Context: an optimization exercise on an open-source flow, tuned for small area, a short achievable clock period and few clock cycles. The choices shown serve that exercise and are no tape-out recipe. In this exercise RTL edits were held to simulation tests only and were not proved equivalent to the original. Power figures rest on the tool's default switching activity, not on a simulated workload.

==> flow/design.v <==
package dctq_rle_pkg;
  localparam int DW_DEFAULT = 9;
  function automatic logic [5:0] zz(input logic [5:0] i);
    case (i)
      6'd0 : zz = 6'd0;
      6'd1 : zz = 6'd1;
      6'd2 : zz = 6'd8;
      6'd3 : zz = 6'd16;
      6'd4 : zz = 6'd9;
      6'd5 : zz = 6'd2;
      6'd6 : zz = 6'd3;
      6'd7 : zz = 6'd10;
      6'd8 : zz = 6'd17;
      6'd9 : zz = 6'd24;
      6'd10: zz = 6'd32;
      6'd11: zz = 6'd25;
      6'd12: zz = 6'd18;
      6'd13: zz = 6'd11;
      6'd14: zz = 6'd4;
      6'd15: zz = 6'd5;
      6'd16: zz = 6'd12;
      6'd17: zz = 6'd19;
      6'd18: zz = 6'd26;
      6'd19: zz = 6'd33;
      6'd20: zz = 6'd40;
      6'd21: zz = 6'd48;
      6'd22: zz = 6'd41;
      6'd23: zz = 6'd34;
      6'd24: zz = 6'd27;
      6'd25: zz = 6'd20;
      6'd26: zz = 6'd13;
      6'd27: zz = 6'd6;
      6'd28: zz = 6'd7;
      6'd29: zz = 6'd14;
      6'd30: zz = 6'd21;
      6'd31: zz = 6'd28;
      6'd32: zz = 6'd35;
      6'd33: zz = 6'd42;
      6'd34: zz = 6'd49;
      6'd35: zz = 6'd56;
      6'd36: zz = 6'd57;
      6'd37: zz = 6'd50;
      6'd38: zz = 6'd43;
      6'd39: zz = 6'd36;
      6'd40: zz = 6'd29;
      6'd41: zz = 6'd22;
      6'd42: zz = 6'd15;
      6'd43: zz = 6'd23;
      6'd44: zz = 6'd30;
      6'd45: zz = 6'd37;
      6'd46: zz = 6'd44;
      6'd47: zz = 6'd51;
      6'd48: zz = 6'd58;
      6'd49: zz = 6'd59;
      6'd50: zz = 6'd52;
      6'd51: zz = 6'd45;
      6'd52: zz = 6'd38;
      6'd53: zz = 6'd31;
      6'd54: zz = 6'd39;
      6'd55: zz = 6'd46;
      6'd56: zz = 6'd53;
      6'd57: zz = 6'd60;
      6'd58: zz = 6'd61;
      6'd59: zz = 6'd54;
      6'd60: zz = 6'd47;
      6'd61: zz = 6'd55;
      6'd62: zz = 6'd62;
      6'd63: zz = 6'd63;
      default: zz = 6'd0;
    endcase
  endfunction
  function automatic logic [5:0] maxr(input logic [5:0] i);
    case (i)
      6'd0 : maxr = 6'd0;
      6'd1 : maxr = 6'd1;
      6'd2 : maxr = 6'd8;
      6'd3 : maxr = 6'd16;
      6'd4 : maxr = 6'd16;
      6'd5 : maxr = 6'd16;
      6'd6 : maxr = 6'd16;
      6'd7 : maxr = 6'd16;
      6'd8 : maxr = 6'd17;
      6'd9 : maxr = 6'd24;
      6'd10: maxr = 6'd32;
      6'd11: maxr = 6'd32;
      6'd12: maxr = 6'd32;
      6'd13: maxr = 6'd32;
      6'd14: maxr = 6'd32;
      6'd15: maxr = 6'd32;
      6'd16: maxr = 6'd32;
      6'd17: maxr = 6'd32;
      6'd18: maxr = 6'd32;
      6'd19: maxr = 6'd33;
      6'd20: maxr = 6'd40;
      6'd21: maxr = 6'd48;
      6'd22: maxr = 6'd48;
      6'd23: maxr = 6'd48;
      6'd24: maxr = 6'd48;
      6'd25: maxr = 6'd48;
      6'd26: maxr = 6'd48;
      6'd27: maxr = 6'd48;
      6'd28: maxr = 6'd48;
      6'd29: maxr = 6'd48;
      6'd30: maxr = 6'd48;
      6'd31: maxr = 6'd48;
      6'd32: maxr = 6'd48;
      6'd33: maxr = 6'd48;
      6'd34: maxr = 6'd49;
      6'd35: maxr = 6'd56;
      6'd36: maxr = 6'd57;
      6'd37: maxr = 6'd57;
      6'd38: maxr = 6'd57;
      6'd39: maxr = 6'd57;
      6'd40: maxr = 6'd57;
      6'd41: maxr = 6'd57;
      6'd42: maxr = 6'd57;
      6'd43: maxr = 6'd57;
      6'd44: maxr = 6'd57;
      6'd45: maxr = 6'd57;
      6'd46: maxr = 6'd57;
      6'd47: maxr = 6'd57;
      6'd48: maxr = 6'd58;
      6'd49: maxr = 6'd59;
      6'd50: maxr = 6'd59;
      6'd51: maxr = 6'd59;
      6'd52: maxr = 6'd59;
      6'd53: maxr = 6'd59;
      6'd54: maxr = 6'd59;
      6'd55: maxr = 6'd59;
      6'd56: maxr = 6'd59;
      6'd57: maxr = 6'd60;
      6'd58: maxr = 6'd61;
      6'd59: maxr = 6'd61;
      6'd60: maxr = 6'd61;
      6'd61: maxr = 6'd61;
      6'd62: maxr = 6'd62;
      6'd63: maxr = 6'd63;
      default: maxr = 6'd0;
    endcase
  endfunction
endpackage
module dctq_pingpong_ram #(
  parameter int DW = 9
) (
  input  logic          clk,
  input  logic          wr_en,
  input  logic          wr_bank,
  input  logic [5:0]    wr_addr,    
  input  logic [DW-1:0] wr_dat,
  input  logic [1:0]    clr,        
  output logic [63:0]   nz0,        
  output logic [63:0]   nz1,        
  input  logic [7:0]    rd_g0,      
  input  logic [7:0]    rd_g1,      
  input  logic [7:0]    rd_i,       
  output logic [4*DW-1:0] rd_part    
);
  logic [DW-1:0] s0 [64];
  logic [DW-1:0] s1 [64];
  logic [DW-1:0] m0 [64];
  logic [DW-1:0] m1 [64];
  logic [63:0]   hit;
  for (genvar p = 0; p < 64; p++) begin : g_ent
    assign hit[p] = (wr_addr == dctq_rle_pkg::zz(6'(p)));
    always_ff @(posedge clk) begin
      s0[p] <= (s0[p] | {DW{clr[0]}}) & ~({DW{wr_en & hit[p] & ~wr_bank}} & wr_dat);
    end
    always_ff @(posedge clk) begin
      s1[p] <= (s1[p] | {DW{clr[1]}}) & ~({DW{wr_en & hit[p] & wr_bank}} & wr_dat);
    end
    assign m0[p]  = ~s0[p];
    assign m1[p]  = ~s1[p];
    assign nz0[p] = |m0[p];
    assign nz1[p] = |m1[p];
  end
  logic [DW-1:0] iw0 [8];
  logic [DW-1:0] iw1 [8];
  logic [DW-1:0] part [4];
  always_comb begin
    for (int i = 0; i < 8; i++) begin
      iw0[i] = '0;
      iw1[i] = '0;
      for (int j = 0; j < 8; j++) begin
        iw0[i] = iw0[i] | ({DW{rd_g0[j]}} & m0[8*j+i]);
        iw1[i] = iw1[i] | ({DW{rd_g1[j]}} & m1[8*j+i]);
      end
    end
    for (int q = 0; q < 4; q++) part[q] = '0;
    for (int i = 0; i < 8; i++) begin
      part[i/4]     = part[i/4]     | ({DW{rd_i[i]}} & iw0[i]);
      part[2 + i/4] = part[2 + i/4] | ({DW{rd_i[i]}} & iw1[i]);
    end
  end
  always_ff @(posedge clk) begin
    rd_part <= {part[3], part[2], part[1], part[0]};
  end
endmodule
module dctq_rle_encoder #(
  parameter int DW = dctq_rle_pkg::DW_DEFAULT
) (
  input  logic          clk,
  input  logic          reset_n,
  input  logic [DW-1:0] dctq,
  input  logic          dctq_valid,
  input  logic [5:0]    addr,
  output logic          hold,
  output logic          rle_valid,
  output logic [5:0]    rle_run,
  output logic [DW-1:0] rle_level,
  output logic          rle_last,
  input  logic          rle_ready,
  output logic          overrun
);
  logic          wb_q, wb_d;
  logic [5:0]    wcnt_q, wcnt_d;
  logic          inord_q, inord_d;    
  logic [1:0]    full_q, full_d, full_set, full_clr;
  logic          hold_q, hold_d;
  logic          overrun_q, overrun_d;
  logic          wr_en, wr_tok, wr_done;
  logic [1:0]    clr_q;               
  logic [1:0]    tok_q;               
  logic [6:0]    owe_q [2];           
  logic [6:0]    owe_d [2];
  logic          rb_q, rb_d;
  logic [7:0]    g0_q, g0_d;          
  logic [7:0]    g1_q, g1_d;          
  logic [2:0]    gb_q, gb_d;          
  logic [7:0]    rem_q, rem_d;        
  logic          sdone_q, sdone_d;    
  logic          eobw_q, eobw_d;      
  logic          kill_q, kill_d;      
  logic [7:0]    a8_q, a8_d;          
  logic          gava_q, gava_d;      
  logic          t_v_q, t_v_d;
  logic [7:0]    t_g0_q, t_g0_d;
  logic [7:0]    t_g1_q, t_g1_d;
  logic [7:0]    t_i_q, t_i_d;
  logic [5:0]    t_p_q, t_p_d;        
  logic          t_rd_q;              
  logic [6:0]    st_q, st_d;          
  logic          rle_valid_q, rle_valid_d;
  logic [5:0]    rle_run_q, rle_run_d;
  logic [DW-1:0] rle_level_q, rle_level_d;
  logic          rle_last_q, rle_last_d;
  logic [63:0]   nz0, nz1, avail;
  logic [7:0]    c8, cand, first;
  logic [2:0]    fi;
  logic          found, gavail, more, adv;
  logic          out_free, t_load, eob_load, eob_full, eob_fast, t_move, owed;
  logic [DW-1:0] coef;
  logic [4*DW-1:0] rd_part;
  dctq_pingpong_ram #(.DW(DW)) u_ram (
    .clk     (clk),
    .wr_en   (wr_en),
    .wr_bank (wb_q),
    .wr_addr (addr),
    .wr_dat  (dctq),
    .clr     (clr_q),
    .nz0     (nz0),
    .nz1     (nz1),
    .rd_g0   (t_g0_q),
    .rd_g1   (t_g1_q),
    .rd_i    (t_i_q),
    .rd_part (rd_part)
  );
  always_comb begin
    wr_en     = dctq_valid & ~hold_q;
    wr_tok    = wr_en & ((addr == 6'd0) | (|dctq));
    wr_done   = wr_en & (wcnt_q == 6'd63);
    wb_d      = wb_q;
    wcnt_d    = wcnt_q;
    inord_d   = inord_q;
    full_set  = 2'b00;
    overrun_d = overrun_q | (dctq_valid & hold_q);
    if (wr_en) begin
      if (wcnt_q == 6'd63) begin
        full_set[wb_q] = 1'b1;
        wb_d           = ~wb_q;
        wcnt_d         = 6'd0;
        inord_d        = 1'b1;
      end else begin
        wcnt_d  = wcnt_q + 6'd1;
        inord_d = inord_q & (addr == wcnt_q);
      end
    end
    full_d = (full_q | full_set) & ~full_clr;
    hold_d = full_d[wb_d];
  end
  always_comb begin
    for (int p = 0; p < 64; p++) begin
      avail[p] = full_q[rb_q] | (inord_q & (wcnt_q > dctq_rle_pkg::maxr(6'(p))));
    end
  end
  always_comb begin
    a8_d   = '0;
    gava_d = 1'b0;
    for (int j = 0; j < 8; j++) begin
      for (int i = 0; i < 8; i++) begin
        a8_d[i] = a8_d[i] | (avail[8*j+i] & ((8*j+i == 0) ? (g0_q[j] | g1_q[j]) :
                                             ((g0_q[j] & nz0[8*j+i]) | (g1_q[j] & nz1[8*j+i]))));
      end
      gava_d = gava_d | ((g0_q[j] | g1_q[j]) & avail[8*j+7]);
    end
  end
  always_comb begin
    c8     = a8_q;
    gavail = ~kill_q & gava_q;
    cand   = c8 & rem_q & {8{~kill_q}};
    first  = cand & ~(cand - 8'd1);
    found  = |cand;
    more   = |(cand & ~first);
    adv    = gavail & ~more & ~sdone_q;
    fi     = '0;
    for (int i = 7; i >= 0; i--) if (cand[i]) fi = 3'(i);
  end
  always_comb begin
    coef     = rd_part[0 +: DW] | rd_part[DW +: DW] | rd_part[2*DW +: DW] | rd_part[3*DW +: DW];
    out_free = ~rle_valid_q | rle_ready;
    t_load   = t_v_q & t_rd_q & out_free;
    owed     = (owe_q[rb_q] != 7'd0) | tok_q[rb_q];
    eob_full = ~t_v_q & ~eobw_q & full_q[rb_q] & (~owed | sdone_q);
    eob_fast = ~t_v_q & ~eobw_q & ~owed & inord_q & (wcnt_q == 6'd63) & ~hold_q;
    eob_load = out_free & (eob_full | (eob_fast & dctq_valid & ~(|dctq)));
    t_move   = ~t_v_q | t_load;
    rb_d        = rb_q;
    g0_d        = g0_q;
    g1_d        = g1_q;
    gb_d        = gb_q;
    rem_d       = rem_q;
    sdone_d     = sdone_q;
    eobw_d      = eobw_q;
    kill_d      = 1'b0;
    t_v_d       = t_v_q & ~t_load;
    t_g0_d      = t_g0_q;
    t_g1_d      = t_g1_q;
    t_i_d       = t_i_q;
    t_p_d       = t_p_q;
    st_d        = st_q;
    full_clr    = 2'b00;
    rle_valid_d = rle_valid_q & ~rle_ready;
    rle_run_d   = out_free ? 6'd0 : rle_run_q;
    rle_level_d = out_free ? '0 : rle_level_q;
    rle_last_d  = rle_last_q & ~out_free;
    for (int b = 0; b < 2; b++) begin
      owe_d[b] = owe_q[b];
      if (tok_q[b] && !(t_load && rb_q == 1'(b))) owe_d[b] = owe_q[b] + 7'd1;
      if (!tok_q[b] && t_load && rb_q == 1'(b))   owe_d[b] = owe_q[b] - 7'd1;
    end
    if (!eobw_q && t_move) begin
      if (found && !sdone_q) begin
        t_v_d  = 1'b1;
        t_g0_d = g0_q;
        t_g1_d = g1_q;
        t_i_d  = first;
        t_p_d  = {gb_q, fi};
        rem_d  = rem_q & ~first;
      end
      if (adv) begin
        kill_d = 1'b1;
        g0_d  = {g0_q[6:0], 1'b0};
        g1_d  = {g1_q[6:0], 1'b0};
        gb_d  = gb_q + 3'd1;
        rem_d = 8'hFF;
        if (gb_q == 3'd7) sdone_d = 1'b1;
      end
    end
    if (t_load) begin
      rle_valid_d = 1'b1;
      rle_run_d   = t_p_q - st_q[5:0];
      rle_level_d = coef;
      rle_last_d  = 1'b0;
      st_d        = {1'b0, t_p_q} + 7'd1;
    end else if (eob_load) begin
      rle_valid_d = 1'b1;
      rle_last_d  = 1'b1;
      eobw_d      = 1'b1;
    end
    if (eobw_q && rle_ready) begin
      full_clr[rb_q] = 1'b1;
      owe_d[rb_q]    = 7'd0;
      rb_d           = ~rb_q;
      g0_d           = {7'd0, rb_q};
      g1_d           = {7'd0, ~rb_q};
      gb_d           = 3'd0;
      rem_d          = 8'hFF;
      sdone_d        = 1'b0;
      st_d           = 7'd0;
      eobw_d         = 1'b0;
      kill_d         = 1'b1;
    end
  end
  always_ff @(posedge clk) begin
    if (!reset_n) begin
      wb_q        <= 1'b0;
      wcnt_q      <= 6'd0;
      inord_q     <= 1'b1;
      full_q      <= 2'b00;
      hold_q      <= 1'b0;
      overrun_q   <= 1'b0;
      tok_q       <= 2'b00;
      owe_q[0]    <= 7'd0;
      owe_q[1]    <= 7'd0;
      rb_q        <= 1'b0;
      g0_q        <= 8'd1;
      g1_q        <= 8'd0;
      gb_q        <= 3'd0;
      rem_q       <= 8'hFF;
      sdone_q     <= 1'b0;
      eobw_q      <= 1'b0;
      kill_q      <= 1'b1;
      t_v_q       <= 1'b0;
      t_g0_q      <= 8'd0;
      t_g1_q      <= 8'd0;
      t_i_q       <= 8'd0;
      t_p_q       <= 6'd0;
      st_q        <= 7'd0;
      rle_valid_q <= 1'b0;
      rle_run_q   <= 6'd0;
      rle_level_q <= '0;
      rle_last_q  <= 1'b0;
    end else begin
      wb_q        <= wb_d;
      wcnt_q      <= wcnt_d;
      inord_q     <= inord_d;
      full_q      <= full_d;
      hold_q      <= hold_d;
      overrun_q   <= overrun_d;
      tok_q       <= {wr_tok & wb_q, wr_tok & ~wb_q};
      owe_q[0]    <= owe_d[0];
      owe_q[1]    <= owe_d[1];
      rb_q        <= rb_d;
      g0_q        <= g0_d;
      g1_q        <= g1_d;
      gb_q        <= gb_d;
      rem_q       <= rem_d;
      sdone_q     <= sdone_d;
      eobw_q      <= eobw_d;
      kill_q      <= kill_d;
      t_v_q       <= t_v_d;
      t_g0_q      <= t_g0_d;
      t_g1_q      <= t_g1_d;
      t_i_q       <= t_i_d;
      t_p_q       <= t_p_d;
      st_q        <= st_d;
      rle_valid_q <= rle_valid_d;
      rle_run_q   <= rle_run_d;
      rle_level_q <= rle_level_d;
      rle_last_q  <= rle_last_d;
    end
  end
  always_ff @(posedge clk) begin
    if (!reset_n) t_rd_q <= 1'b0;
    else          t_rd_q <= t_v_q & ~t_load;
  end
  always_ff @(posedge clk) begin
    clr_q <= {~reset_n | (eobw_q & rle_ready & rb_q), ~reset_n | (eobw_q & rle_ready & ~rb_q)};
  end
  always_ff @(posedge clk) begin
    a8_q   <= a8_d;
    gava_q <= gava_d;
  end
  assign hold      = hold_q;
  assign overrun   = overrun_q;
  assign rle_valid = rle_valid_q;
  assign rle_run   = rle_run_q;
  assign rle_level = rle_level_q;
  assign rle_last  = rle_last_q;
endmodule
==> flow/run.sh <==
#!/bin/bash
# synth_recipe.tcl (not shown) runs the flow's synth.tcl, then flattens the netlist and writes it again
# the make line also repeats each setting of config.mk as NAME=value (left out here)
make -C /OpenROAD-flow-scripts/flow DESIGN_CONFIG=/design/flow/config.mk WORK_HOME=/design/flow/orfs CLKGATE_MAP_FILE= SYNTH_SCRIPT=/design/flow/synth_recipe.tcl finish
==> flow/config.mk <==
export PLATFORM = sky130hd
export DESIGN_NAME = dctq_rle_encoder
export DESIGN_NICKNAME = dctq_rle_encoder
export VERILOG_FILES = /design/flow/design.v
export SDC_FILE = /design/flow/constraint.sdc
export NUM_CORES = 4
export LEC_CHECK = 0
export CAP_MARGIN = 20
export CORE_MARGIN = 2
export CORE_UTILIZATION = 30
export CTS_CLUSTER_DIAMETER = 80
export CTS_CLUSTER_SIZE = 30
export PLACE_DENSITY = 0.75
export SETUP_SLACK_MARGIN = 3.1
export SLEW_MARGIN = 20
==> flow/constraint.sdc <==
create_clock -name core_clock -period 5.5 [get_ports {clk}]
set_input_delay 1.1000 -clock core_clock [delete_from_list [all_inputs] [get_ports {clk}]]
set_output_delay 1.1000 -clock core_clock [all_outputs]
set_load 0.01 [all_outputs]
==> flow_summary.ini, run 1 <==
[sta]
finalSetupViolations = 0
fin_crit_sh_pct = 45.8
fmax_mhz = 397
worst_pin_slew_ps = 1230
fin_crit_ps = 2520
rsz0062_at_grt = true
final_max_slew_viol_count = 0
layout_setup_ws_ps = 2980
fin_skew_ps = 25.8
hold_viol = 0
maxSlewHeadroom_pct = 17.6
fin_tns_setup_ps = 0

[final_layout]
layout_common_cells = nor2_1, dfxtp_1, a21oi_1
layout-drive-gt1-share_pct = 9.29
area_growth_pct = 12.5
layout.cells.non_filler = 8081
fin_nets = 5894
final_common_cell = nor2_1

[min_path]
min_path_type = reg2reg
hp-start = st_q[1]

[logic_synthesis]
yosys_warnings = 11
syn_nets = 6107
seq_area_frac_synth_pct = 52.3
synthArstFlopShare_pct = 0
ys.flop_type = dfxtp_1
yosys.area.top_type_share_pct = 52.3
synthTopCellsByArea = dfxtp_1, a21oi_1, nor2_1
synth_seq_cells = 1313
syn_avg_cell_area_um2 = 8.28
synth_edf_count = 0
yosysUniqueCellTypes = 71
synth_area_um2 = 50200
synthCells = 6069
synth_top_cell_by_area = dfxtp_1

[floorplanning]
initial_core_util_pct = 30.1
ios = 38
core_um2 = 167000
fp.dieH_um = 413
die_w_um = 413
num_rows = 150
die-area_um2 = 171000

[setup_path]
cp_top_family = compound AO/OA/AOI/OAI gates
cp_max_fo = 32
rr_startpoint = t_g0_q[6]
critPathLaunchType = flip-flop
cp.required_ps = 6010
path_cells = inv_6 -> buf_4 -> o22ai_1 -> o41ai_1 -> nand4_1
worst_path_max_delay_cell = o41ai_1
slowest_delay_ps = 820
worst-setup-path-type = reg2reg
crit_path_start = t_g0_q[6]
worst-path-buf-inv = 2
worstSetupEndpointType = flip-flop
cp.arrival_ps = 3030

[job]
drv_cap = 0

[cts]
cts_num_sinks = 1313
cts_tree = built
cts_htree_levels = 2
cts_root_buffer = clkbuf_16
clk_transition_reported_paths_ps = 110
clk_latency_ps = 710
cts.path.max_buffers = 3
numCtsBuffers = 53

[route]
wl_per_cell_um = 24.0
route.vias.total = 49200
initialDrtViolationCount = 8501
viasPerCell = 6.09
dr.pass1.iters = 7
ant_nets = 0
route.detailed.drc = 0
routed_wirelength_mm = 194

[placed_design]
io_buffers = 37
hpwlAfterDp_mm = 124
dp_cells = 7942
globalplace.congestion = 1.00
dp_slack_ps = 1350

[global_routing]
antenna_found_initial = 3
overflow = 0
grtUsageTotal_pct = 21.3
grt_pass1_wl_mm = 282
grt_pass1_vias = 44800
grt_max_degree = 245

[pwr]
power_density_nw_per_um2 = 271
peakVddDrop_mv = 0.236
p_leak_uw = 0.0206

[status]
status = complete, no violations
[flip-flops by register name (all words and copies together), names as in the netlist, 8 cells and up, named ones only]
signal	flops
rem_q	8
t_g1_q	8
owe_q	14
g0_q	8
a8_q	8
t_i_q	8
u_ram.rd_part	36
g1_q	8
rle_level_q	9
u_ram.s0	576
u_ram.s1	576
t_g0_q	8
[through the flow]
stage | area, um^2 | util, % | total power (uW) | hold WS [ps]
6_report | 56500 | 33.9 | 15300 | 471
5_1_grt | 56500 | 33.9 | 15700 | 503
4_1_cts | 56000 | 33.5 | 15300 | 472
3_5_place_dp | 52600 | 31.5 | 10500 | 456
3_3_place_gp | 52500 | 31.5 | 10400 | 451
2_1_floorplan | 50400 | - | 10200 | 436
[synth_stat cells (all sizes together), types with 25 or more instances]
library cell  number
a22oi             27
o41ai            153
o22ai            587
mux2i             39
nor2            1440
o31ai             90
dfxtp           1313
inv               37
nand3            110
clkbuf           426
nand4            217
buf               25
a21oi           1212
nand2            193
[logic make-up after synthesis]
group	synth area share (%)
compound gates	25.1
simple gates	16.9
flops	52.3
buf+inv	3.73
mux	0.822
xor+xnor	0.593
fa+ha+maj	0.510
[per-layer routing]
metal	vias to the layer above	global-route usage, %	wire [um]
li1	21500	-	-
met1	23400	28.1	73800
met2	3715	31.5	81500
met3	708	4.82	24600
met4	6	13.5	13700
met5	-	0	42
[worst paths after layout]
kind	end	slack, ps	depth (start not counted)
setup / recovery	u_ram.rd_part[2]	2980	5
hold / removal	st_q[1]	470	2
setup reg to reg	u_ram.rd_part[2]	2980	5
hold reg to reg	st_q[1]	470	2
[cell type report]
class                           instances  area (um^2)
Timing Repair Buffer                  155         1600
Sequential cell                      1313        26300
Tap cell                             2204         2760
Antenna cell                            1         2.50
Clock inverter                         18          210
Fill cell                           16900       110000
Clock buffer                           57         1340
Multi-Input combinational cell       4296        24100
Inverter                               37          186
[where the power goes]
| group | internal (uW) | switching, uW | total, uW |
|---|---|---|---|
| Clock | 1900 | 3090 | 4990 |
| Sequential | 9550 | 68.1 | 9610 |
| Combinational | 147 | 590 | 738 |
[repair_timing]
item / in CTS / in global routing
cloned: 18 / 13
pin swaps: 28 / 17
buffers inserted: 25 / 6
hold buffers: 0 / 0
resized for setup: 408 / 76
endpoints found under the setup margin: 1265 / 560
[tightest hold or removal path, stage by stage, from the launching register on]
cell and delay [ps]:
dfxtp_1 330, nand2_1 50, a21oi_1 50
Testbench counts, summed over its fixed seeds: cycles 20,720.
==> inputs of run 2 (changes only) <==
--- a/flow/config.mk
+++ b/flow/config.mk
@@ -10,6 +10,5 @@
 export CORE_UTILIZATION = 30
 export CTS_CLUSTER_DIAMETER = 80
 export CTS_CLUSTER_SIZE = 30
-export PLACE_DENSITY = 0.75
 export SETUP_SLACK_MARGIN = 3.1
 export SLEW_MARGIN = 20
==> flow_summary.ini, run 2 <==
[setup_path]
worst_path_max_delay_cell = o41ai_1
r2r_cells = 5
cp.arrival_ps = 3010
worstSetupEndpointType = flip-flop
rrSetupSlack_ps = 3040
slowest_delay_ps = 760
worst-path-buf-inv = 2
cp.required_ps = 6050
critPathLaunchType = flip-flop
cp_max_fo = 34
rr_startpoint = t_g1_q[4]
cp_top_family = compound AO/OA/AOI/OAI gates
path_cells = inv_2 -> buf_4 -> o22ai_1 -> o41ai_1 -> nand4_1
r2r-end = u_ram.rd_part[22]
worst-setup-path-type = reg2reg

[floorplanning]
ios = 38
die-area_um2 = 171000
initial_core_util_pct = 30.1
fp.dieH_um = 413
die_w_um = 413
num_rows = 150
core_um2 = 167000

[global_routing]
grtUsageTotal_pct = 22.8
grt_max_degree = 210
grt_pass1_vias = 43900
grt_pass1_wl_mm = 297
antenna_found_initial = 13
overflow = 0

[cts]
hold_buffers = 0
cts_root_buffer = clkbuf_16
cts.path.max_buffers = 3
cts_tree = built
cts_htree_levels = 2
cts_num_sinks = 1313
clk_latency_ps = 750
numCtsBuffers = 59
clk_transition_reported_paths_ps = 110

[pwr]
power_density_nw_per_um2 = 279
p_leak_uw = 0.0211
peakVddDrop_mv = 0.234

[route]
initialDrtViolationCount = 7731
m1WireLength_mm = 83.4
wl_per_cell_um = 25.1
wl_met3_mm = 21.6
routed_wirelength_mm = 204
ant_nets = 0
wl_met2_mm = 86.9
viasPerCell = 5.96
route.vias.total = 48400
route.detailed.drc = 0
top_layer_used = met5
dr.pass1.iters = 6

[logic_synthesis]
synth_seq_cells = 1313
ys.flop_type = dfxtp_1
synth_area_um2 = 50200
yosys_warnings = 11
syn_avg_cell_area_um2 = 8.28
synth_top_cell_by_area = dfxtp_1
seq_area_frac_synth_pct = 52.3
yosysUniqueCellTypes = 71
synthCells = 6069
synthTopCellsByArea = dfxtp_1, a21oi_1, nor2_1
yosys.area.top_type_share_pct = 52.3
synth_edf_count = 0
syn_nets = 6107
yosysMostFrequentCell = nor2_1
netlist_top_cells_count = nor2_1, dfxtp_1, a21oi_1
synthArstFlopShare_pct = 0

[final_layout]
fin_nets = 5913
regArea_um2 = 26300
multi_input_area_um2 = 24200
fillers = 16900
layout-drive-gt1-share_pct = 10.1
final_common_cell = nor2_1
reg.largest.list = u_ram.s0 x576, u_ram.s1 x576, u_ram.rd_part x36
post-route-util_pct = 34.3
layout_common_cells = nor2_1, dfxtp_1, a21oi_1
area_growth_pct = 13.7

[sta]
fmax_mhz = 406
hold-worst-slack_ps = 465
worst_pin_slew_ps = 1140
hold_viol = 0
final_max_slew_viol_count = 0
finalSetupViolations = 0
fin_skew_ps = 26.6
fin_tns_setup_ps = 0
maxSlewHeadroom_pct = 24.1
fin_crit_sh_pct = 44.8
fin_crit_ps = 2460
rsz0062_at_grt = true

[min_path]
min_path_type = reg2reg
holdPathStages = 2
hp-start = st_q[1]
holdPathEnd = st_q[1]

[placed_design]
globalplace.congestion = 0.968
hpwlAfterDp_mm = 132
io_buffers = 37

[status]
status = complete, no violations

[job]
drv_cap = 0
run 2: changes by cell type in the layout (fill, tap and decap cells not counted), sizes merged:
cell	before	now
buf	137	159
clkbuf	58	75
clkdlybuf4s15	9	1
clkinv	8	15
inv	42	49
clkinvlp	3	6
dlygate4sd2	3	0
bufbuf	2	0
clkdlybuf4s50	2	4
diode	1	3
clkdlybuf4s18	1	0
nor2	1467	1468
o211ai	4	3
run 2: worst max path at each step:
stage	startpoint	to	slack (ps)	cells past startpoint
global route	addr[4]	u_ram.s1[3][4]	3050	6
global placement	addr[2]	u_ram.s1[54][1]	1490	5
CTS	dctq_valid	u_ram.s0[9][1]	2930	8
finish	t_g1_q[4]	u_ram.rd_part[22]	3040	5
floorplan	dctq_valid	u_ram.s0[15][0]	2950	8
detailed placement	addr[2]	u_ram.s1[54][1]	1510	5
run 2: tightest hold or removal path: cells and delay by family, from the launching register on:
| family | cells | cell delay [ps] |
|---|---|---|
| AOI/OAI and AO/OA | 1 | 50 |
| DFF | 1 | 320 |
| and+or+nand+nor | 1 | 50 |
run 2: kinds of logic (layout without fill, tap and decap cells):
kind of cell | count (synthesis) | count (layout) | synth area share, %
buffers and inverters | 488 | 311 | 3.73
XOR/XNOR | 34 | 34 | 0.593
other | 0 | 3 | 0
multiplexers | 41 | 41 | 0.822
AO/OA/AOI/OAI | 2153 | 2153 | 25.1
flip-flops | 1313 | 1313 | 52.3
AND/OR/NAND/NOR | 2020 | 2048 | 16.9
adder cells (fa/ha/maj) | 20 | 20 | 0.510
run 2: cell type report:
class | count | area share (%)
sequential | 1313 | 46.1
multi-input combinational | 4296 | 42.4
antenna | 3 | 0.0131
tap | 2204 | 4.83
timing repair buffer | 168 | 2.98
clock buffer | 71 | 2.77
inverter | 37 | 0.315
clock inverter | 35 | 0.648
run 2: report_power, final:
| group | internal, uW | leakage, uW | total, uW | switching [uW] |
|---|---|---|---|---|
| Sequential | 9540 | 0.0106 | 9620 | 73.3 |
| Combinational | 147 | 0.00949 | 734 | 587 |
| Clock | 2250 | 0.000945 | 5590 | 3350 |
run 2: what timing repair did:
action,in CTS,in global routing
resized for setup,453,85
endpoints found under the setup margin,1239,1023
gates cloned,18,12
pin swaps,35,20
setup buffers,28,6
run 2: metrics by stage:
| stage | instance area (um^2) | setup WS [ps] | total power [uW] | std cells |
|---|---|---|---|---|
| floorplan | 50400 | 2950 | 10200 | 6069 |
| global placement | 52600 | 1490 | 10500 | 7954 |
| detailed placement | 52600 | 1510 | 10500 | 7954 |
| CTS | 56600 | 2930 | 16000 | 8106 |
| global route | 57100 | 3050 | 16400 | 8124 |
| finish | 57200 | 3040 | 15900 | 8127 |
run 2: per-layer routing:
metal | GRT usage (%) | up-vias
li1 | - | 21500
met1 | 31.2 | 23400
met2 | 33.8 | 2924
met3 | 4.63 | 561
met4 | 11.9 | 16
met5 | 0 | -
==> inputs of run 3 (changes only) <==
--- a/flow/config.mk
+++ b/flow/config.mk
@@ -10,5 +10,5 @@
 export CORE_UTILIZATION = 30
 export CTS_CLUSTER_DIAMETER = 80
 export CTS_CLUSTER_SIZE = 30
-export SETUP_SLACK_MARGIN = 3.1
+export SETUP_SLACK_MARGIN = 3.2
 export SLEW_MARGIN = 20
==> flow_summary.ini, run 3 <==
[setup_path]
cp.arrival_ps = 1320
worst-setup-path-type = reg2out
critPathLaunchType = flip-flop
worst-path-buf-inv = 1
cp.required_ps = 4400
slowest_delay_ps = 460
worst_path_max_delay_cell = dfxtp_4
cp_max_fo = 2
path_cells = buf_6
worstSetupEndpointType = output pin
cp_top_family = flip-flops

[cts]
cts_tree = built
numCtsBuffers = 55
cts.path.max_buffers = 3
clk_transition_reported_paths_ps = 120
cts_root_buffer = clkbuf_16
clk_latency_ps = 760
cts_htree_levels = 2
cts_num_sinks = 1313

[floorplanning]
ios = 38
num_rows = 150
fp.dieH_um = 413
core_um2 = 167000
die_w_um = 413
initial_core_util_pct = 30.1
die-area_um2 = 171000

[final_layout]
multi_input_area_um2 = 24300
area_growth_pct = 14.3
layout.cells.non_filler = 8115
layout-drive-gt1-share_pct = 10.4
fillers = 17000
layout_common_cells = nor2_1, dfxtp_1, a21oi_1
fin_nets = 5912
regArea_um2 = 26300
final_common_cell = nor2_1
reg.largest.list = u_ram.s0 x576, u_ram.s1 x576, u_ram.rd_part x36

[sta]
fmax_mhz = 413
fin_tns_setup_ps = 0
finalSetupViolations = 0
final_max_slew_viol_count = 0
fin_crit_sh_pct = 44.0
maxSlewHeadroom_pct = 12.4
fin_skew_ps = 52.8
rsz0062_at_grt = true
worst_pin_slew_ps = 1310
hold_viol = 0
fin_crit_ps = 2420

[logic_synthesis]
synth_seq_cells = 1313
synthArstFlopShare_pct = 0
syn_avg_cell_area_um2 = 8.28
ys.flop_type = dfxtp_1
yosysUniqueCellTypes = 71
netlist_top_cells_count = nor2_1, dfxtp_1, a21oi_1
synthCells = 6069
yosysMostFrequentCell = nor2_1
synth_edf_count = 0
seq_area_frac_synth_pct = 52.3
synthTopCellsByArea = dfxtp_1, a21oi_1, nor2_1
yosys_warnings = 11
yosys.area.top_type_share_pct = 52.3
synth_top_cell_by_area = dfxtp_1
synth_area_um2 = 50200
syn_nets = 6107

[min_path]
min_path_type = reg2reg

[route]
route.detailed.drc = 0
ant_nets = 0
viasPerCell = 6.01
routed_wirelength_mm = 205
route.vias.total = 48800
dr.pass1.iters = 7
wl_per_cell_um = 25.3
initialDrtViolationCount = 7353

[global_routing]
overflow = 0
antenna_found_initial = 11
grt_pass1_vias = 44000
grtUsageTotal_pct = 22.9
grt_max_degree = 236
grt_pass1_wl_mm = 298

[placed_design]
dp_cells = 7965
hpwlAfterDp_mm = 134
globalplace.congestion = 0.997
io_buffers = 37

[job]
drv_cap = 0

[pwr]
power_density_nw_per_um2 = 278
peakVddDrop_mv = 0.257
p_leak_uw = 0.0212

[status]
status = complete, no violations
run 3: cell types whose count changed in the layout (fill, tap and decap cells not counted), moves of 5 or more:
cell and change:
dfxtp_2 +9, buf_2 -11, nor2_2 -8, clkinv_2 -5
dfxtp_1 -6, buf_6 +24
run 3: layout make-up:
| class | count | share of cell area, % |
|---|---|---|
| Antenna cell | 4 | 0.0174 |
| Clock buffer | 64 | 2.60 |
| Clock inverter | 26 | 0.699 |
| Inverter | 37 | 0.399 |
| Multi-Input combinational cell | 4287 | 42.3 |
| Sequential cell | 1313 | 45.9 |
| Tap cell | 2204 | 4.80 |
| Timing Repair Buffer | 180 | 3.32 |
run 3: routing by layer:
metal | GRT usage, % | wire length [um]
met5 | 0 | 103
met4 | 10.3 | 10200
met3 | 4.28 | 22600
met2 | 33.9 | 87400
met1 | 32.1 | 85100
run 3: path summary, 6_finish.rpt:
kind                                      from          endpoint  slack, ps  cells past startpoint
worst min register to register         st_q[4]           st_q[4]        480                      2
worst max-delay path            rle_level_q[8]      rle_level[8]       3080                      1
worst max register to register       t_g0_q[5]  u_ram.rd_part[4]       3120                      5
worst min-delay path                   st_q[4]           st_q[4]        480                      2
run 3: timing repair:
action                                   CTS  global route
pin swaps                                 43            10
endpoints found under the hold margin      0             0
setup buffers                             27             9
gates resized for setup                  441            67
hold buffers                               0             0
gates cloned                              19             1
endpoints found under the setup margin  1295           772
run 3: where the power goes:
part           leakage (uW)  total, uW  switching [uW]  internal (uW)
sequential           0.0107       9620            73.2           9550
clock              0.000918       5590            3290           2300
combinational       0.00963        750             599            152
total                0.0212      16000            3960          12000
run 3: cell families after synthesis:
logic type,Yosys count,share of synthesized area [%]
AO/OA/AOI/OAI,2153,25.1
XOR/XNOR,34,0.593
adder cells (fa/ha/maj),20,0.510
buffers and inverters,488,3.73
flip-flops,1313,52.3
multiplexers,41,0.822
AND/OR/NAND/NOR,2020,16.9
run 3: metrics by stage:
| step | area (um^2) | setup WS (ps) | power [uW] | hold slack, ps | utilization [%] |
|---|---|---|---|---|---|
| after detailed placement | 53100 | 1410 | 10500 | 457 | 31.8 |
| after global routing | 57400 | 3040 | 16400 | 496 | 34.4 |
| after global placement | 53000 | 1420 | 10500 | 450 | 31.8 |
| final | 57500 | 3080 | 16000 | 478 | 34.4 |
| after CTS | 57000 | 3050 | 16000 | 475 | 34.2 |
| after floorplan | 50800 | 3020 | 10200 | 436 | - |
==> inputs of run 4 (changes only) <==
--- a/flow/config.mk
+++ b/flow/config.mk
@@ -9,6 +9,6 @@
 export CORE_MARGIN = 2
 export CORE_UTILIZATION = 30
 export CTS_CLUSTER_DIAMETER = 80
-export CTS_CLUSTER_SIZE = 30
+export CTS_CLUSTER_SIZE = 28
 export SETUP_SLACK_MARGIN = 3.2
 export SLEW_MARGIN = 20
==> flow_summary.ini, run 4 <==
[sta]
rsz0062_at_grt = true
fmax_mhz = 412
final_max_slew_viol_count = 0
worst_pin_slew_ps = 1350
fin_skew_ps = 36.4
fin_crit_ps = 2430
layout_setup_ws_ps = 3070
fin_tns_setup_ps = 0
finalSetupViolations = 0
maxSlewHeadroom_pct = 8.72
fin_crit_sh_pct = 44.2
hold_viol = 0

[route]
route.detailed.drc = 0
initialDrtViolationCount = 7322
viasPerCell = 5.99
route.vias.total = 48700
wl_per_cell_um = 25.4
ant_nets = 0
routed_wirelength_mm = 206
dr.pass1.iters = 6

[logic_synthesis]
yosys_warnings = 11
synthArstFlopShare_pct = 0
synthTopCellsByArea = dfxtp_1, a21oi_1, nor2_1
netlist_top_cells_count = nor2_1, dfxtp_1, a21oi_1
yosys.area.top_type_share_pct = 52.3
yosysUniqueCellTypes = 71
synthCells = 6069
synth_top_cell_by_area = dfxtp_1
syn_avg_cell_area_um2 = 8.28
synth_seq_cells = 1313
seq_area_frac_synth_pct = 52.3
ys.flop_type = dfxtp_1
syn_nets = 6107
synth_area_um2 = 50200
synth_edf_count = 0
yosysMostFrequentCell = nor2_1

[status]
status = complete, no violations

[cts]
numCtsBuffers = 57
cts_htree_levels = 2
clk_transition_reported_paths_ps = 110
cts_tree = built
clk_latency_ps = 740
cts_num_sinks = 1313
cts_root_buffer = clkbuf_16
cts.path.max_buffers = 3

[final_layout]
fillers = 17000
final_common_cell = nor2_1
fin_nets = 5922
layout.cells.non_filler = 8121
area_growth_pct = 14.2
layout_common_cells = nor2_1, dfxtp_1, a21oi_1
reg.largest.list = u_ram.s0 x576, u_ram.s1 x576, u_ram.rd_part x36
layout-drive-gt1-share_pct = 10.3

[global_routing]
grtUsageTotal_pct = 22.9
antenna_found_initial = 11
grt_pass1_vias = 44200
overflow = 0
grt_max_degree = 236
grt_pass1_wl_mm = 298

[pwr]
pwr-share-clk_pct = 34.1
swShare_pct = 24.9
p_int_uw = 11800
pwr-share-seq_pct = 61.1
netSwitchingPower_uw = 3930
power_density_nw_per_um2 = 274
p_leak_uw = 0.0212
peakVddDrop_mv = 0.267
pwr-share-comb_pct = 4.8

[job]
drv_cap = 0

[floorplanning]
initial_core_util_pct = 30.1
ios = 38
core_um2 = 167000
die-area_um2 = 171000
num_rows = 150
die_w_um = 413
fp.dieH_um = 413

[placed_design]
dp_cells = 7965
hpwlAfterDp_mm = 134
io_buffers = 37
dp_slack_ps = 1410
globalplace.congestion = 0.997

[setup_path]
path_cells = buf_6
critPathLaunchType = flip-flop
worstSetupEndpointType = output pin
worst-setup-path-type = reg2out
crit_path_start = rle_level_q[8]
cp_top_family = flip-flops
cp_max_fo = 2
rr_startpoint = u_ram.s0[30][8]
worst-path-buf-inv = 1
worst_path_max_delay_cell = dfxtp_4
cp.arrival_ps = 1330
cp.required_ps = 4400
slowest_delay_ps = 460

[min_path]
min_path_type = reg2reg
hp-start = rle_level_q[6]
[run 4: cell counts after synthesis]
Identical to the previous run, type by type.
[run 4: logic make-up (layout without fill, tap and decap cells)]
logic type / Yosys count / after routing / synth area share (%)
flip-flops: 1313 / 1313 / 52.3
XOR/XNOR: 34 / 34 / 0.593
multiplexers: 41 / 41 / 0.822
AND/OR/NAND/NOR: 2020 / 2037 / 16.9
AO/OA/AOI/OAI: 2153 / 2153 / 25.1
other: 0 / 8 / 0
adder cells (fa/ha/maj): 20 / 20 / 0.510
buffers and inverters: 488 / 311 / 3.73
[run 4: layer usage]
| metal | GRT usage, % | share of wire, % | vias to the layer above |
|---|---|---|---|
| li1 | - | - | 21500 |
| met1 | 32.2 | 42 | 23600 |
| met2 | 34.0 | 43 | 3039 |
| met3 | 4.23 | 11 | 525 |
| met4 | 10.4 | 5.0 | 14 |
| met5 | 0 | 0.047 | - |
[run 4: final cells by class]
| cell class | instances | area [um^2] | area share (%) |
|---|---|---|---|
| inverter | 37 | 213 | 0.371 |
| sequential | 1313 | 26300 | 45.9 |
| antenna | 8 | 20.0 | 0.0349 |
| tap | 2204 | 2760 | 4.80 |
| clock inverter | 16 | 213 | 0.371 |
| multi-input combinational | 4285 | 24300 | 42.3 |
| timing repair buffer | 190 | 2010 | 3.51 |
| clock buffer | 68 | 1560 | 2.72 |
[run 4: path summary, 6_finish.rpt]
check | end | slack (ps) | depth (start not counted)
worst max register to register | a8_q[6] | 3110 | 5
worst min-delay path | rle_level_q[6] | 480 | 2
worst max-delay path | rle_level[8] | 3070 | 1
worst min register to register | rle_level_q[6] | 480 | 2
[run 4: timing repair]
item	in CTS	in global routing
cloned	20	0
pin swaps	37	7
setup endpoints to repair	1297	479
resized for setup	437	58
hold buffers	0	0
buffers inserted	36	8
[run 4: per-stage QoR]
stage                     total power [uW]  utilization [%]  instance area [um^2]  hold slack [ps]
after global routing                 16100             34.4                 57400              496
final                                15700             34.4                 57400              476
after detailed placement             10500             31.8                 53100              457
after CTS                            15700             34.2                 57000              474
after global placement               10500             31.8                 53000              450
after floorplan                      10200                -                 50800              436
[run 4: power groups by stage]
stage	Sequential [uW]	Clock (uW)	Combinational (uW)
3_5_place_dp	9840	0	656
6_report	9620	5370	757
4_1_cts	9620	5410	718
3_3_place_gp	9840	0	652
5_1_grt	9630	5730	776
2_1_floorplan	9790	0	432
==> inputs of run 5 (changes only) <==
--- a/flow/config.mk
+++ b/flow/config.mk
@@ -9,6 +9,6 @@
 export CORE_MARGIN = 2
 export CORE_UTILIZATION = 30
 export CTS_CLUSTER_DIAMETER = 80
-export CTS_CLUSTER_SIZE = 28
+export CTS_CLUSTER_SIZE = 26
 export SETUP_SLACK_MARGIN = 3.2
 export SLEW_MARGIN = 20
==> flow_summary.ini, run 5 <==
[floorplanning]
die_w_um = 413
ios = 38
die-area_um2 = 171000
fp.dieH_um = 413
num_rows = 150
initial_core_util_pct = 30.1
core_um2 = 167000

[sta]
maxSlewHeadroom_pct = 14.8
hold_viol = 0
rsz0062_at_grt = true
fin_crit_ps = 2410
finalSetupViolations = 0
fin_tns_setup_ps = 0
fin_skew_ps = 30.4
worst_pin_slew_ps = 1280
fmax_mhz = 415
final_max_slew_viol_count = 0
fin_crit_sh_pct = 43.8

[setup_path]
r2r-end = u_ram.rd_part[4]
cp.arrival_ps = 1310
worst_path_max_delay_cell = dfxtp_4
cp_top_family = flip-flops
rrSetupSlack_ps = 3120
cp_max_fo = 2
crit_path_end = rle_level[8]
worst-path-buf-inv = 1
slowest_delay_ps = 450
worstSetupEndpointType = output pin
rr_startpoint = t_g0_q[0]
path_depth = 1
critPathLaunchType = flip-flop
path_cells = buf_6
r2r_cells = 5
worst-setup-path-type = reg2out
cp.required_ps = 4400
crit_path_start = rle_level_q[8]

[cts]
clk_transition_reported_paths_ps = 110
cts.path.max_buffers = 3
cts_tree = built
cts_htree_levels = 2
cts_num_sinks = 1313
clk_latency_ps = 750
numCtsBuffers = 59
cts_root_buffer = clkbuf_16

[pwr]
power_density_nw_per_um2 = 274
finalPower_uw = 15700
p_leak_uw = 0.0212
peakVddDrop_mv = 0.275

[route]
wl_met2_mm = 88.0
wl_met3_mm = 22.7
route.detailed.drc = 0
routed_wirelength_mm = 206
m1WireLength_mm = 85.2
viasPerCell = 6.00
ant_nets = 0
route.vias.total = 48700
top_layer_used = met5
dr.pass1.iters = 9
initialDrtViolationCount = 7202
wl_per_cell_um = 25.4

[final_layout]
fin_nets = 5925
area_growth_pct = 14.3
final_common_cell = nor2_1
reg.largest.list = u_ram.s0 x576, u_ram.s1 x576, u_ram.rd_part x36
layout-drive-gt1-share_pct = 10.4
layout_common_cells = nor2_1, dfxtp_1, a21oi_1
fillers = 17000

[global_routing]
antenna_found_initial = 13
grtUsageTotal_pct = 23.0
grt_pass1_wl_mm = 299
overflow = 0
grt_max_degree = 236
grt_pass1_vias = 44000

[job]
drv_cap = 0

[logic_synthesis]
netlist_top_cells_count = nor2_1, dfxtp_1, a21oi_1
seq_area_frac_synth_pct = 52.3
synth_edf_count = 0
yosys_warnings = 11
synthArstFlopShare_pct = 0
synth_top_cell_by_area = dfxtp_1
synth_seq_cells = 1313
yosysUniqueCellTypes = 71
ys.flop_type = dfxtp_1
syn_avg_cell_area_um2 = 8.28
synthTopCellsByArea = dfxtp_1, a21oi_1, nor2_1
synthCells = 6069
yosys.area.top_type_share_pct = 52.3
yosysMostFrequentCell = nor2_1
synth_area_um2 = 50200
syn_nets = 6107

[min_path]
min_path_type = reg2reg
holdPathStages = 2

[placed_design]
globalplace.congestion = 0.997
hpwlAfterDp_mm = 134
io_buffers = 37

[status]
status = complete, no violations
## run 5: cell counts after synthesis
Identical to the previous run, type by type.
## run 5: timing repair
action                      CTS  global route
hold buffers                  0             0
hold endpoints to repair      0             0
setup buffers                29             9
gates resized for setup     443            65
setup endpoints to repair  1296           804
gates cloned                 22             4
pin swaps                    41            16
## run 5: routing by layer
metal  track usage, %  vias up
met5                0        -
met4             10.2       20
met3             4.55      536
met2             34.1     3009
met1             32.0    23600
li1                 -    21500
## run 5: cell families (layout without fill, tap and decap cells)
kind of cell             Yosys count  in the layout  synth area share, %
AO/OA/AOI/OAI                   2153           2153                 25.1
flip-flops                      1313           1313                 52.3
AND/OR/NAND/NOR                 2020           2044                 16.9
XOR/XNOR                          34             34                0.593
buffers and inverters            488            302                 3.73
multiplexers                      41             41                0.822
other                              0              3                    0
adder cells (fa/ha/maj)           20             20                0.510
## run 5: worst min-delay path by stage
| stage | start | end | slack, ps |
|---|---|---|---|
| after floorplan | st_q[1] | st_q[1] | 440 |
| after global placement | st_q[1] | st_q[1] | 450 |
| after detailed placement | rle_level_q[6] | rle_level_q[6] | 460 |
| after CTS | rle_level_q[6] | rle_level_q[6] | 470 |
| after global routing | st_q[3] | st_q[3] | 500 |
| final | st_q[4] | st_q[4] | 480 |
## run 5: per-stage QoR
step	hold slack, ps	utilization, %	cells	setup WS (ps)	area, um^2
global placement	450	31.8	7964	1420	53000
floorplan	436	-	6069	3020	50800
global route	496	34.4	8111	3040	57400
detailed placement	457	31.8	7965	1410	53100
CTS	473	34.1	8097	3050	56900
finish	477	34.4	8114	3090	57400
## run 5: final cells by class
cell class / count / area [um^2] / area share, %
multi-input combinational: 4292 / 24400 / 42.5
clock inverter: 15 / 188 / 0.327
sequential: 1313 / 26300 / 45.9
clock buffer: 66 / 1540 / 2.69
antenna: 3 / 7.51 / 0.0131
tap: 2204 / 2760 / 4.80
timing repair buffer: 184 / 1950 / 3.39
inverter: 37 / 215 / 0.375
## run 5: power by group
group	internal [uW]	switching, uW	leakage (uW)
combinational	153	602	0.00970
clock	2130	3220	0.000845
sequential	9540	73.0	0.0107
==> inputs of run 6 (changes only) <==
--- a/flow/design.v
+++ b/flow/design.v
@@ -160,13 +160,16 @@
   logic [DW-1:0] m0 [64];
   logic [DW-1:0] m1 [64];
   logic [63:0]   hit;
+  logic [DW-1:0] wd0, wd1;
+  assign wd0 = wr_dat & {DW{wr_en & ~wr_bank}};
+  assign wd1 = wr_dat & {DW{wr_en & wr_bank}};
   for (genvar p = 0; p < 64; p++) begin : g_ent
     assign hit[p] = (wr_addr == dctq_rle_pkg::zz(6'(p)));
     always_ff @(posedge clk) begin
-      s0[p] <= (s0[p] | {DW{clr[0]}}) & ~({DW{wr_en & hit[p] & ~wr_bank}} & wr_dat);
+      s0[p] <= (s0[p] | {DW{clr[0]}}) & ~({DW{hit[p]}} & wd0);
     end
     always_ff @(posedge clk) begin
-      s1[p] <= (s1[p] | {DW{clr[1]}}) & ~({DW{wr_en & hit[p] & wr_bank}} & wr_dat);
+      s1[p] <= (s1[p] | {DW{clr[1]}}) & ~({DW{hit[p]}} & wd1);
     end
     assign m0[p]  = ~s0[p];
     assign m1[p]  = ~s1[p];
--- a/flow/config.mk
+++ b/flow/config.mk
@@ -9,6 +9,6 @@
 export CORE_MARGIN = 2
 export CORE_UTILIZATION = 30
 export CTS_CLUSTER_DIAMETER = 80
-export CTS_CLUSTER_SIZE = 26
-export SETUP_SLACK_MARGIN = 3.2
+export CTS_CLUSTER_SIZE = 30
+export SETUP_SLACK_MARGIN = 3.1
 export SLEW_MARGIN = 20
==> flow_summary.ini, run 6 <==
[status]
status = complete, no violations

[logic_synthesis]
synth_seq_cells = 1313
syn_nets = 6109
yosys.area.top_type_share_pct = 52.4
synth_edf_count = 0
synthTopCellsByArea = dfxtp_1, a21oi_1, nor2_1
synth_top_cell_by_area = dfxtp_1
synthArstFlopShare_pct = 0
seq_area_frac_synth_pct = 52.4
syn_avg_cell_area_um2 = 8.26
ys.flop_type = dfxtp_1
netlist_top_cells_count = nor2_1, dfxtp_1, a21oi_1
yosysMostFrequentCell = nor2_1
synthCells = 6071
yosysUniqueCellTypes = 66
yosys_warnings = 11
synth_area_um2 = 50100

[setup_path]
crit_path_end = u_ram.rd_part[31]
worstSetupEndpointType = flip-flop
cp.arrival_ps = 2960
worst-path-buf-inv = 2
r2r-end = u_ram.rd_part[31]
rrSetupSlack_ps = 2970
crit_path_start = t_g1_q[1]
cp_top_family = compound AO/OA/AOI/OAI gates
cp_max_fo = 24
critPathLaunchType = flip-flop
rr_startpoint = t_g1_q[1]
worst-setup-path-type = reg2reg
cp.required_ps = 5930
path_depth = 5
worst_path_max_delay_cell = o41ai_1
slowest_delay_ps = 650
r2r_cells = 5
path_cells = inv_4 -> buf_4 -> o22ai_1 -> o41ai_1 -> nand4_1

[cts]
clk_latency_ps = 690
cts_htree_levels = 2
numCtsBuffers = 53
cts_tree = built
clk_transition_reported_paths_ps = 120
cts_num_sinks = 1313
cts.path.max_buffers = 3
cts_root_buffer = clkbuf_16

[final_layout]
fin_nets = 5929
area_growth_pct = 14.4
layout_common_cells = nor2_1, dfxtp_1, a21oi_1
layout-drive-gt1-share_pct = 10.1
final_common_cell = nor2_1
fillers = 17200
final_area_um2 = 57400
reg.largest.list = u_ram.s0 x576, u_ram.s1 x576, u_ram.rd_part x36

[sta]
fin_crit_sh_pct = 46.0
rsz0062_at_grt = true
fmax_mhz = 396
fin_tns_setup_ps = 0
fin_skew_ps = 35.5
final_max_slew_viol_count = 0
finalSetupViolations = 0
worst_pin_slew_ps = 1200
maxSlewHeadroom_pct = 19.7
fin_crit_ps = 2530
hold_viol = 0

[pwr]
peakVddDrop_mv = 0.273
p_leak_uw = 0.0216
power_density_nw_per_um2 = 267

[min_path]
min_path_type = reg2reg

[global_routing]
grt_max_degree = 246
overflow = 0
grt_pass1_wl_mm = 293
grt_pass1_vias = 43700
grtUsageMet3_pct = 4.98
globalRouteMet1Util_pct = 30.2
grtUsageTotal_pct = 22.6
antenna_found_initial = 18
met2_usage_pct = 33.6
busiest_layer = met2

[placed_design]
hpwlAfterDp_mm = 131
globalplace.congestion = 0.963
place_area_um2 = 52800
io_buffers = 37

[job]
drv_cap = 0

[floorplanning]
core_um2 = 167000
die-area_um2 = 170000
die_w_um = 413
num_rows = 150
initial_core_util_pct = 30.1
ios = 38
fp.dieH_um = 413

[route]
wl_per_cell_um = 25.0
viasPerCell = 5.94
initialDrtViolationCount = 7342
route.vias.total = 48200
dr.pass1.iters = 9
route.detailed.drc = 0
routed_wirelength_mm = 203
ant_nets = 0
## run 6: cell families (layout without fill, tap and decap cells)
group / count (synthesis) / in the layout / share of synthesized area (%)
other cells: 0 / 9 / 0
mux: 39 / 39 / 0.784
compound gates: 2154 / 2154 / 25.1
simple gates: 1959 / 1973 / 16.5
buf+inv: 554 / 376 / 4.17
xor+xnor: 33 / 33 / 0.576
flops: 1313 / 1313 / 52.4
fa+ha+maj: 19 / 19 / 0.489
## run 6: per-stage QoR
step	std cells	total power [uW]	hold WS (ps)	util (%)	setup slack, ps
CTS	8095	15300	474	34.1	2950
global route	8114	15700	496	34.4	3010
finish	8120	15300	469	34.4	2970
global placement	7917	10500	446	31.6	1520
floorplan	6071	10200	435	-	2990
detailed placement	7918	10500	456	31.7	1460
## run 6: report_power, final
group | switching (uW) | internal, uW | leakage (uW) | total [uW]
Sequential | 70.4 | 9550 | 0.0107 | 9620
Clock | 3140 | 1830 | 0.000739 | 4960
Combinational | 566 | 185 | 0.0102 | 751
Total | 3770 | 11600 | 0.0216 | 15300
## run 6: worst reg2reg max path: cells and delay by family (launching register included)
kind	cells	cell delay [ps]
AO/OA/AOI/OAI	2	780
buffers and inverters	2	730
AND/OR/NAND/NOR	1	410
flip-flops	1	350
## run 6: what timing repair did
item	CTS	global route
setup buffers	93	14
setup endpoints to repair	1304	459
pin swaps	47	13
hold buffers	0	0
resized for setup	317	76
gates cloned	13	1
## run 6: how the worst min path moves through the flow
| stage | startpoint | to | depth (start not counted) | slack, ps |
|---|---|---|---|---|
| 2_1_floorplan | rem_q[1] | rem_q[1] | 2 | 440 |
| 3_3_place_gp | st_q[1] | st_q[1] | 2 | 450 |
| 3_5_place_dp | rem_q[1] | rem_q[1] | 2 | 460 |
| 4_1_cts | rem_q[1] | rem_q[1] | 2 | 470 |
| 5_1_grt | rem_q[6] | rem_q[6] | 2 | 500 |
| 6_report | rle_level_q[8] | rle_level_q[8] | 2 | 470 |
## run 6: cell type report
| type | instances | area [um^2] | share of cell area (%) |
|---|---|---|---|
| Antenna cell | 9 | 22.5 | 0.0392 |
| Clock buffer | 56 | 1350 | 2.35 |
| Clock inverter | 15 | 166 | 0.290 |
| Inverter | 45 | 236 | 0.412 |
| Multi-Input combinational cell | 4218 | 23500 | 40.9 |
| Sequential cell | 1313 | 26400 | 45.9 |
| Tap cell | 2204 | 2760 | 4.81 |
| Timing Repair Buffer | 260 | 3020 | 5.26 |
## run 6: per-layer routing
metal,share of wire (%),up-vias
met1,40,23200
met2,43,2967
met4,6.3,16
li1,-,21500
met5,0.049,-
met3,11,536
Testbench counts of run 6, summed over its fixed seeds: cycles 20,720.
==> inputs of run 7 (changes only) <==
--- a/flow/config.mk
+++ b/flow/config.mk
@@ -10,5 +10,5 @@
 export CORE_UTILIZATION = 30
 export CTS_CLUSTER_DIAMETER = 80
 export CTS_CLUSTER_SIZE = 30
-export SETUP_SLACK_MARGIN = 3.1
+export SETUP_SLACK_MARGIN = 3.2
 export SLEW_MARGIN = 20
==> flow_summary.ini, run 7 <==
[final_layout]
fin_nets = 5958
reg.largest.list = u_ram.s0 x576, u_ram.s1 x576, u_ram.rd_part x36
layout-drive-gt1-share_pct = 11.1
layout_common_cells = nor2_1, dfxtp_1, a21oi_1
area_growth_pct = 16.8
fillers = 17100
final_common_cell = nor2_1
post-route-util_pct = 35.1

[logic_synthesis]
yosys_warnings = 11
yosysUniqueCellTypes = 66
synth_edf_count = 0
ys.flop_type = dfxtp_1
synth_top_cell_by_area = dfxtp_1
yosys.area.top_type_share_pct = 52.4
yosysMostFrequentCell = nor2_1
synth_area_um2 = 50100
synthTopCellsByArea = dfxtp_1, a21oi_1, nor2_1
seq_area_frac_synth_pct = 52.4
synthCells = 6071
synthArstFlopShare_pct = 0
syn_nets = 6109
netlist_top_cells_count = nor2_1, dfxtp_1, a21oi_1
syn_avg_cell_area_um2 = 8.26
synth_seq_cells = 1313

[sta]
fin_crit_sh_pct = 44.1
fin_crit_ps = 2420
fmax_mhz = 413
hold-worst-slack_ps = 472
final_max_slew_viol_count = 0
maxSlewHeadroom_pct = 13.1
worst_pin_slew_ps = 1300
finalSetupViolations = 0
fin_skew_ps = 54.0
rsz0062_at_grt = true
layout_setup_ws_ps = 3080
hold_viol = 0
fin_tns_setup_ps = 0

[setup_path]
cp.required_ps = 4400
cp_top_family = flip-flops
cp.arrival_ps = 1320
worstSetupEndpointType = output pin
worst-setup-path-type = reg2out
worst_path_max_delay_cell = dfxtp_4
slowest_delay_ps = 460
path_cells = buf_6
critPathLaunchType = flip-flop
rr_startpoint = t_g1_q[1]
crit_path_start = rle_level_q[6]
cp_max_fo = 2
worst-path-buf-inv = 1

[pwr]
power_density_nw_per_um2 = 269
p_leak_uw = 0.0222
peakVddDrop_mv = 0.239

[route]
wl_per_cell_um = 26.4
ant_nets = 0
route.vias.total = 49100
routed_wirelength_mm = 216
initialDrtViolationCount = 6911
route.detailed.drc = 0
dr.pass1.iters = 6
viasPerCell = 6.02

[global_routing]
grt_max_degree = 217
grt_pass1_wl_mm = 305
grtUsageTotal_pct = 23.9
grt_pass1_vias = 44600
overflow = 0
antenna_found_initial = 15

[cts]
numCtsBuffers = 55
clk_transition_reported_paths_ps = 110
cts.path.max_buffers = 3
cts_tree = built
hold_buffers = 0
cts_num_sinks = 1313
clk_latency_ps = 760
cts_htree_levels = 2
cts_root_buffer = clkbuf_16

[floorplanning]
ios = 38
num_rows = 150
initial_core_util_pct = 30.1
die_w_um = 413
core_um2 = 167000
fp.dieH_um = 413
die-area_um2 = 170000

[min_path]
hp-start = st_q[1]
min_path_type = reg2reg

[placed_design]
globalplace.congestion = 0.994
hpwlAfterDp_mm = 134
dp_slack_ps = 1480
io_buffers = 37

[status]
status = complete, no violations

[job]
drv_cap = 0
## run 7: worst reg2reg max path, cell delays in order, from the launching register on
cell     delay (ps)
dfxtp_1         370
inv_6           260
buf_12          290
o22ai_1         210
o41ai_2         530
nand4_1         440
## run 7: per-layer routing
layer	vias up	share of wire [%]	track usage [%]
met3	645	11	5.80
met4	8	7.1	15.1
li1	21600	-	-
met2	2960	43	35.5
met5	-	0.022	0
met1	23900	39	31.0
## run 7: cell families after synthesis
group	share of synthesized area (%)
AOI/OAI and AO/OA	25.1
and+or+nand+nor	16.5
DFF	52.4
buffers and inverters	4.17
muxes	0.784
xor gates and xnor gates	0.576
adders and majority gates	0.489
## run 7: path summary, 6_finish.rpt
| check | endpoint | slack, ps | cells after the start |
|---|---|---|---|
| min | st_q[1] | 470 | 2 |
| min reg2reg | st_q[1] | 470 | 2 |
| max reg2reg | u_ram.rd_part[28] | 3150 | 5 |
| max | rle_level[6] | 3080 | 1 |
## run 7: layout make-up
| class | instances | area (um^2) | area share [%] |
|---|---|---|---|
| clock inverters | 23 | 315 | 0.538 |
| multi-input cells | 4218 | 23800 | 40.6 |
| flip-flops and latches | 1313 | 26400 | 45.0 |
| well taps | 2204 | 2760 | 4.71 |
| clock buffers | 60 | 1420 | 2.42 |
| diodes | 8 | 20.0 | 0.0342 |
| repair buffers | 287 | 3700 | 6.32 |
| inverters | 45 | 228 | 0.389 |
## run 7: stage by stage
step,total power (uW),std cells,cell area (um^2)
floorplan,10200,6071,50700
global placement,10500,7922,52800
detailed placement,10500,7922,52900
CTS,15700,8140,57900
global route,16100,8153,58600
finish,15700,8158,58600
## run 7: repair_timing
action                      CTS  global route
cloned                       16             3
setup endpoints to repair  1284          1149
setup buffers               119             6
gates resized for setup     344           105
pin swaps                    84             6
## run 7: where the power goes
part / switching [uW] / leakage (uW) / internal [uW]
Clock: 3310 / 0.000838 / 2000
Combinational: 606 / 0.0107 / 204
Sequential: 71.8 / 0.0107 / 9550

==> afterwards: timing with drivers on the ports <==
The results above use ideal ports. As a check the final layouts listed here were re-extracted and re-timed, cells and wires unchanged.
Step 1 (the two cells are an assumption about what drives the block):
set clk [get_ports {clk}]
set_driving_cell -lib_cell sky130_fd_sc_hd__clkbuf_16 $clk
set_driving_cell -lib_cell sky130_fd_sc_hd__buf_2 [delete_from_list [all_inputs] $clk]
Step 2 moves the port delays by t, midway between the first and last clock arrival at a register: inputs arrive t later, outputs are due t later. That takes back most of the time a late clock gives input paths.
Slacks: ideal ports / drivers / drivers and shift; pairs: ideal ports / drivers.
| run | shift t [ns] | setup WS [ns] | hold WS [ns] | worst setup path at the end | cell pins on the clock port's net |
|---|---|---|---|---|---|
| run 1 | 0.775 | 2.980 / 2.980 / 2.298 | 0.471 / 0.471 / 0.471 | input to register | 1 |
| run 2 | 0.809 | 3.036 / 2.987 / 2.244 | 0.465 / 0.465 / 0.465 | input to register | 1 |
| run 3 | 0.799 | 3.079 / 3.009 / 2.280 | 0.478 / 0.478 / 0.478 | input to register | 1 |
| run 4 | 0.795 | 3.072 / 2.998 / 2.290 | 0.476 / 0.476 / 0.476 | input to register | 1 |
| run 5 | 0.801 | 3.089 / 3.016 / 2.283 | 0.477 / 0.477 / 0.477 | input to register | 1 |
| run 6 | 0.744 | 2.973 / 2.973 / 2.273 | 0.469 / 0.469 / 0.469 | input to register | 1 |
| run 7 | 0.805 | 3.077 / 3.009 / 2.402 | 0.472 / 0.472 / 0.472 | input to register | 1 |
After both steps every run listed still meets setup and hold. For run 5, which loses most, drivers alone change the setup slack by -0.073 ns; drivers and shift together by -0.806 ns.
